Background: an optimization exercise with open tools, aiming at small area, a short achievable clock period and few clock cycles per item. Do not read the settings as production practice. At most, simulation tests tie the RTL to the original design; equivalence was not proved. No activity file was given, so power comes from the tool's default toggle rates.

Design fp_add_unit, start of the top module:
module fp_add_unit
(
  input  logic        clk_i,
  input  logic        rst_n_i,
  input  logic [31:0] op_a_i,
  input  logic [31:0] op_b_i,
  input  logic        op_i,
  input  logic        valid_i,
  output logic [35:0] result_o
);
For scale: about 1400 cells after synthesis, ~250 flip-flops, ~100 I/O pins, ~0.013 mm2 of cells after synthesis.
export LEC_CHECK = 0
export ABC_CLOCK_PERIOD_IN_PS = 2500
export CAP_MARGIN = 0
export CORE_MARGIN = 2
export CORE_UTILIZATION = 40
export SETUP_SLACK_MARGIN = 3.0
export SLEW_MARGIN = 0
create_clock -name core_clock -period 5.5 [get_ports {clk_i}]
run.sh (not shown) runs the stock make flow with config.mk's settings and CLKGATE_MAP_FILE= SYNTH_SCRIPT=/design/flow/synth_recipe.tcl, a recipe that flattens the netlist after the stock synthesis.
The first run completed without violations.
==> next run, changes <==
--- a/flow/config.mk
+++ b/flow/config.mk
@@ -6,8 +6,8 @@
 export NUM_CORES = 4
 export LEC_CHECK = 0
-export ABC_CLOCK_PERIOD_IN_PS = 2500
-export CAP_MARGIN = 0
+export ABC_CLOCK_PERIOD_IN_PS = 2200
+export CAP_MARGIN = 20
 export CORE_MARGIN = 2
 export CORE_UTILIZATION = 40
-export SETUP_SLACK_MARGIN = 3.0
-export SLEW_MARGIN = 0
+export SETUP_SLACK_MARGIN = 3.3
+export SLEW_MARGIN = 20
After rerunning: The new run produced a clean layout; clock skew shrinks by 0.0069 ns; synthesized cell count does not change; wire length grows by a little under a tenth; fmax grows by a few percent; combinational power grows by about a fifth; global-route usage grows by 1.4 points; sequential cell count is unchanged; power grows by a little under a tenth; final area grows by a few percent; sequential power is about the same.
==> next run, changes <==
--- a/flow/config.mk
+++ b/flow/config.mk
@@ -6,8 +6,10 @@
 export NUM_CORES = 4
 export LEC_CHECK = 0
-export ABC_CLOCK_PERIOD_IN_PS = 2200
+export ABC_CLOCK_PERIOD_IN_PS = 2500
 export CAP_MARGIN = 20
 export CORE_MARGIN = 2
 export CORE_UTILIZATION = 40
-export SETUP_SLACK_MARGIN = 3.3
+export CTS_BUF_LIST = sky130_fd_sc_hd__clkbuf_4 sky130_fd_sc_hd__clkbuf_8
+export CTS_CLUSTER_SIZE = 30
+export SETUP_SLACK_MARGIN = 3.0
 export SLEW_MARGIN = 20
Effect: The changed run ran to the end with no violations. Non-clock buffer count drops by 50. Combinational power went down by roughly a tenth. Area after synthesis stays the same. Total power falls by a little under a tenth.
==> next run, changes <==
--- a/flow/config.mk
+++ b/flow/config.mk
@@ -10,6 +10,4 @@
 export CORE_MARGIN = 2
 export CORE_UTILIZATION = 40
-export CTS_BUF_LIST = sky130_fd_sc_hd__clkbuf_4 sky130_fd_sc_hd__clkbuf_8
-export CTS_CLUSTER_SIZE = 30
 export SETUP_SLACK_MARGIN = 3.0
 export SLEW_MARGIN = 20
Effect: The changed run completed with no timing, DRC or antenna violations; clock-buffer cell count drops by 21; synthesized area stays the same; cell area went up slightly; non-clock buffer count rose by 2; die area is unchanged.
No functional check of the RTL was part of any run of this note.


== maple ==
Another version of the RTL of fp_add_unit (not shown whole).
Size in the first run: about 250 flip-flops, about 100 I/O pins.
Settings: LEC_CHECK=0, ABC_CLOCK_PERIOD_IN_PS=2800, CAP_MARGIN=20, CORE_MARGIN=2, CORE_UTILIZATION=40, SETUP_SLACK_MARGIN=2.7, SLEW_MARGIN=20; clock period 5.5 ns.
standard.sh (not shown) runs the stock make flow with config.mk's settings and CLKGATE_MAP_FILE= SYNTH_SCRIPT=/design/flow/synth_recipe.tcl, a recipe that flattens the netlist after the stock synthesis.
==> flow/flow/run.sh <==
#!/bin/bash
# The standard layout, with two changes passed to the ORFS scripts through
# their environment: port buffers are plain buffers instead of the resizer's
# default pick (a delay cell), and clock tree synthesis adds no dummy loads.
set -euo pipefail
export BUFFER_PORTS_ARGS="-buffer_cell sky130_fd_sc_hd__buf_2"
export CTS_ARGS="-sink_clustering_enable -repair_clock_nets -dont_use_dummy_load -sink_clustering_size 40 -buf_list \"sky130_fd_sc_hd__clkbuf_8\""
bash standard.sh > standard.log 2>&1
Testbench counts of maple, summed over its fixed seeds: cycles 16,032, items 16,000.
For delta, these inputs were changed with respect to maple:
--- a/flow/flow/run.sh
+++ b/flow/flow/run.sh
@@ -4,5 +4,5 @@
 # default pick (a delay cell), and clock tree synthesis adds no dummy loads.
 set -euo pipefail
-export BUFFER_PORTS_ARGS="-buffer_cell sky130_fd_sc_hd__buf_2"
+export BUFFER_PORTS_ARGS="-buffer_cell sky130_fd_sc_hd__buf_1"
 export CTS_ARGS="-sink_clustering_enable -repair_clock_nets -dont_use_dummy_load -sink_clustering_size 40 -buf_list \"sky130_fd_sc_hd__clkbuf_8\""
 bash standard.sh > standard.log 2>&1
## What came out
Summary of delta over maple: actual slew at the worst max-slew pin +0.075 ns; total power ~0 delta; maximum number of buffers from clock root to sink ~0 delta. delta gives less met3 wirelength from detailed routing than maple did. Of maple and delta, the higher time the worst path needs with I/O delays and setup belongs to maple. The number of rows created at floorplan of maple and that of delta are within noise of each other. maple ended up with sky130_fd_sc_hd__or3_1 as its slowest cell on the critical path; delta ended up with sky130_fd_sc_hd__a211o_1. Delta (delta minus maple): number of gates resized after cts went up by 4; setup slack rose 0.014 ns.
The inputs of nickel differ from those of delta as listed below.
Settings: swapping 40 for 60 in CORE_UTILIZATION; clearing ABC_CLOCK_PERIOD_IN_PS, which used to be 2800.
Results
- Changes observed in nickel relative to delta: cell-internal power has decreased, global-route usage increased by 8.5 points relative to the old numbers.
- Delta (nickel minus delta): net switching power decreased by 1.9% relative to the old numbers, worst hold slack decreased by 0.0092 ns relative to the old numbers, post-route met1 wirelength decreased by 13% relative to the old numbers, non-clock buffer count increased by 10 relative to the old numbers.
- Any difference in area taken by flip-flops and latches between delta and nickel is small enough to ignore.
Edits applied to the flow inputs when going from nickel to amber:
Settings: SETUP_SLACK_MARGIN now 2.9, was 2.7; CORE_UTILIZATION now 40, was 60.
--- outcome ---
For largest vdd supply drop, dividing the value from nickel by the value from amber gives 1.13.
Side by side, initial core utilization turned out lower in amber than in nickel.
Compared with nickel, amber shows wire length of the first global-routing pass that has gone up by a few percent.
Taking nickel as the reference, in amber area growth from synthesis to layout went up, relative slew slack went up, reported combinational group power went up.
Status: clock insertion delay at the later pin of the skew report parity (nickel, amber)
amber vs nickel: total power up by a few percent
The run with more setup slack is amber; nickel has less.
On total wirelength of the detailed-routed design, amber does worse than nickel.


build 90:
Starting RTL as in the previous note.
Settings: LEC_CHECK=0, ABC_CLOCK_PERIOD_IN_PS=2800, CAP_MARGIN=20, CORE_MARGIN=2, CORE_UTILIZATION=40, SETUP_SLACK_MARGIN=2.7, SLEW_MARGIN=20; clock period 5.5 ns.
run.sh (not shown) runs the stock make flow with config.mk's settings and CLKGATE_MAP_FILE= SYNTH_SCRIPT=/design/flow/synth_recipe.tcl, a recipe that flattens the netlist after the stock synthesis.
Stock flow here: none of the scripts above is used.
Testbench counts of build 90, summed over its fixed seeds: cycles 16,032, items 16,000.
What build 16 does differently from build 90 at the input level:
# build 90
export LEC_CHECK = 0
export ABC_CLOCK_PERIOD_IN_PS = 2800
export CAP_MARGIN = 20
export CORE_MARGIN = 2
export CORE_UTILIZATION = 40
export SETUP_SLACK_MARGIN = 2.7
export SLEW_MARGIN = 20
create_clock -name core_clock -period 5.5 [get_ports {clk_i}]
# build 16
export LEC_CHECK = 0
export ABC_AREA = 1
export ABC_CLOCK_PERIOD_IN_PS = 2800
export CAP_MARGIN = 20
export CORE_MARGIN = 2
export CORE_UTILIZATION = 40
export SETUP_SLACK_MARGIN = 2.7
export SLEW_MARGIN = 20
create_clock -name core_clock -period 5.5 [get_ports {clk_i}]
Findings:
Clock latency on the worst-skew pair, build 16 and build 90: larger value in build 90. Compared with build 90, the detailed router inserted more vias in build 16. Relative to build 90, first-pass GRT wire length has increased by 17% in build 16.
The following lists how build 14 was set up differently from build 16:
# build 16
export LEC_CHECK = 0
export ABC_AREA = 1
export ABC_CLOCK_PERIOD_IN_PS = 2800
export CAP_MARGIN = 20
export CORE_MARGIN = 2
export CORE_UTILIZATION = 40
export SETUP_SLACK_MARGIN = 2.7
export SLEW_MARGIN = 20
create_clock -name core_clock -period 5.5 [get_ports {clk_i}]
# build 14
export LEC_CHECK = 0
export ABC_CLOCK_PERIOD_IN_PS = 2800
export CAP_MARGIN = 20
export CORE_MARGIN = 2
export CORE_UTILIZATION = 40
export SETUP_SLACK_MARGIN = 2.7
export SLEW_MARGIN = 20
create_clock -name core_clock -period 5.5 [get_ports {clk_i}]
==> flow/flow/run.sh (new file) <==
#!/bin/bash
# The standard layout, with two changes passed to the ORFS scripts through
# their environment: port buffers are plain buffers instead of the resizer's
# default pick (a delay cell), and clock tree synthesis adds no dummy loads.
set -euo pipefail
export BUFFER_PORTS_ARGS="-buffer_cell sky130_fd_sc_hd__buf_1"
export CTS_ARGS="-sink_clustering_enable -repair_clock_nets -dont_use_dummy_load"
bash standard.sh > standard.log 2>&1
==> flow/standard.sh (new file) <==
#!/bin/bash
# synth_recipe.tcl (not shown) runs the flow's synth.tcl, then flattens the netlist and writes it again
# the make line also repeats each setting of config.mk as NAME=value (left out here)
make -C /OpenROAD-flow-scripts/flow DESIGN_CONFIG=/design/flow/config.mk WORK_HOME=/design/flow/orfs CLKGATE_MAP_FILE= SYNTH_SCRIPT=/design/flow/synth_recipe.tcl "${@:-finish}"
removed: flow/run.sh
--- outcome ---
Build 14 improves on build 16 in worst voltage drop across the vdd grid.
Diff build 14 and build 16: met3 usage higher in build 16
Diff build 16 -> build 14 | share of total power in sequential cells | increase of 5.5 points
Input changes introduced in build 1 (baseline for comparison: build 14):
# build 14
export LEC_CHECK = 0
export ABC_CLOCK_PERIOD_IN_PS = 2800
export CAP_MARGIN = 20
export CORE_MARGIN = 2
export CORE_UTILIZATION = 40
export SETUP_SLACK_MARGIN = 2.7
export SLEW_MARGIN = 20
create_clock -name core_clock -period 5.5 [get_ports {clk_i}]
# build 1
export LEC_CHECK = 0
export CAP_MARGIN = 20
export CORE_MARGIN = 2
export CORE_UTILIZATION = 40
export SETUP_SLACK_MARGIN = 2.3
export SLEW_MARGIN = 20
create_clock -name core_clock -period 5.5 [get_ports {clk_i}]
--- a/flow/flow/run.sh
+++ b/flow/flow/run.sh
@@ -5,4 +5,4 @@
 set -euo pipefail
 export BUFFER_PORTS_ARGS="-buffer_cell sky130_fd_sc_hd__buf_1"
-export CTS_ARGS="-sink_clustering_enable -repair_clock_nets -dont_use_dummy_load"
+export CTS_ARGS="-sink_clustering_enable -repair_clock_nets -dont_use_dummy_load -sink_clustering_size 40 -buf_list \"sky130_fd_sc_hd__clkbuf_8\""
 bash standard.sh > standard.log 2>&1
Findings:
- In the tables for build 1 and build 14, achievable clock frequency reads higher with build 14.
- Taking build 14 as the reference, in build 1 multi-input gate share of the layout cell area went up, combinational group share of total power now sits lower, power density over cell area has decreased, wire length now smaller, source-to-sink clock delay at the later pin of the worst-skew pair shows an increase of 0.03 ns.

## separate check: timing with driven ports
No port has a modelled driver above. Below, the same layouts with a new extraction and two added sets of constraints.
Step 1 (the two cells are an assumption about what drives the block):
set clk [get_ports {clk_i}]
set_driving_cell -lib_cell sky130_fd_sc_hd__clkbuf_16 $clk
set_driving_cell -lib_cell sky130_fd_sc_hd__buf_2 [delete_from_list [all_inputs] $clk]
Step 2 times the ports against the registers' clock, not the clock port: input delays grow and output delays shrink by t, the midpoint of the rising clock arrivals with the driver on.
a / b / c = no drivers / after step 1 / after step 2; a / b = the first two.
run	t (ns)	slack for setup (ns)	worst setup path at the end	latest minus earliest clock arrival (ns)	pins driven straight from the clock port
the first run of note 1	0.596	2.679 / 2.679 / 2.279	input to register	0.022 / 0.022	1
the second run of note 1	0.597	2.745 / 2.745 / 2.248	input to register	0.015 / 0.015	1
the third run of note 1	0.585	2.709 / 2.709 / 2.251	input to register	0.035 / 0.035	1
the fourth run of note 1	0.596	2.679 / 2.679 / 2.279	input to register	0.022 / 0.022	1
maple	0.573	2.748 / 2.773 / 2.200	input to register	0.059 / 0.058	1
delta	0.571	2.762 / 2.784 / 2.213	input to register	0.044 / 0.044	1
nickel	0.542	2.715 / 2.735 / 2.193	input to register	0.067 / 0.067	1
amber	0.559	2.794 / 2.795 / 2.235	input to register	0.055 / 0.055	1
build 90	0.582	2.778 / 2.795 / 2.214	input to register	0.028 / 0.028	1
build 16	0.585	2.757 / 2.786 / 2.201	input to register	0.008 / 0.008	1
build 14	0.568	2.747 / 2.778 / 2.211	input to register	0.017 / 0.017	1
build 1	0.569	2.503 / 2.503 / 2.091	input to register	0.057 / 0.057	1
After both steps setup and hold are still met in every run listed. For build 90, which loses most, drivers alone change the setup slack by +0.017 ns; drivers and shift together by -0.564 ns.
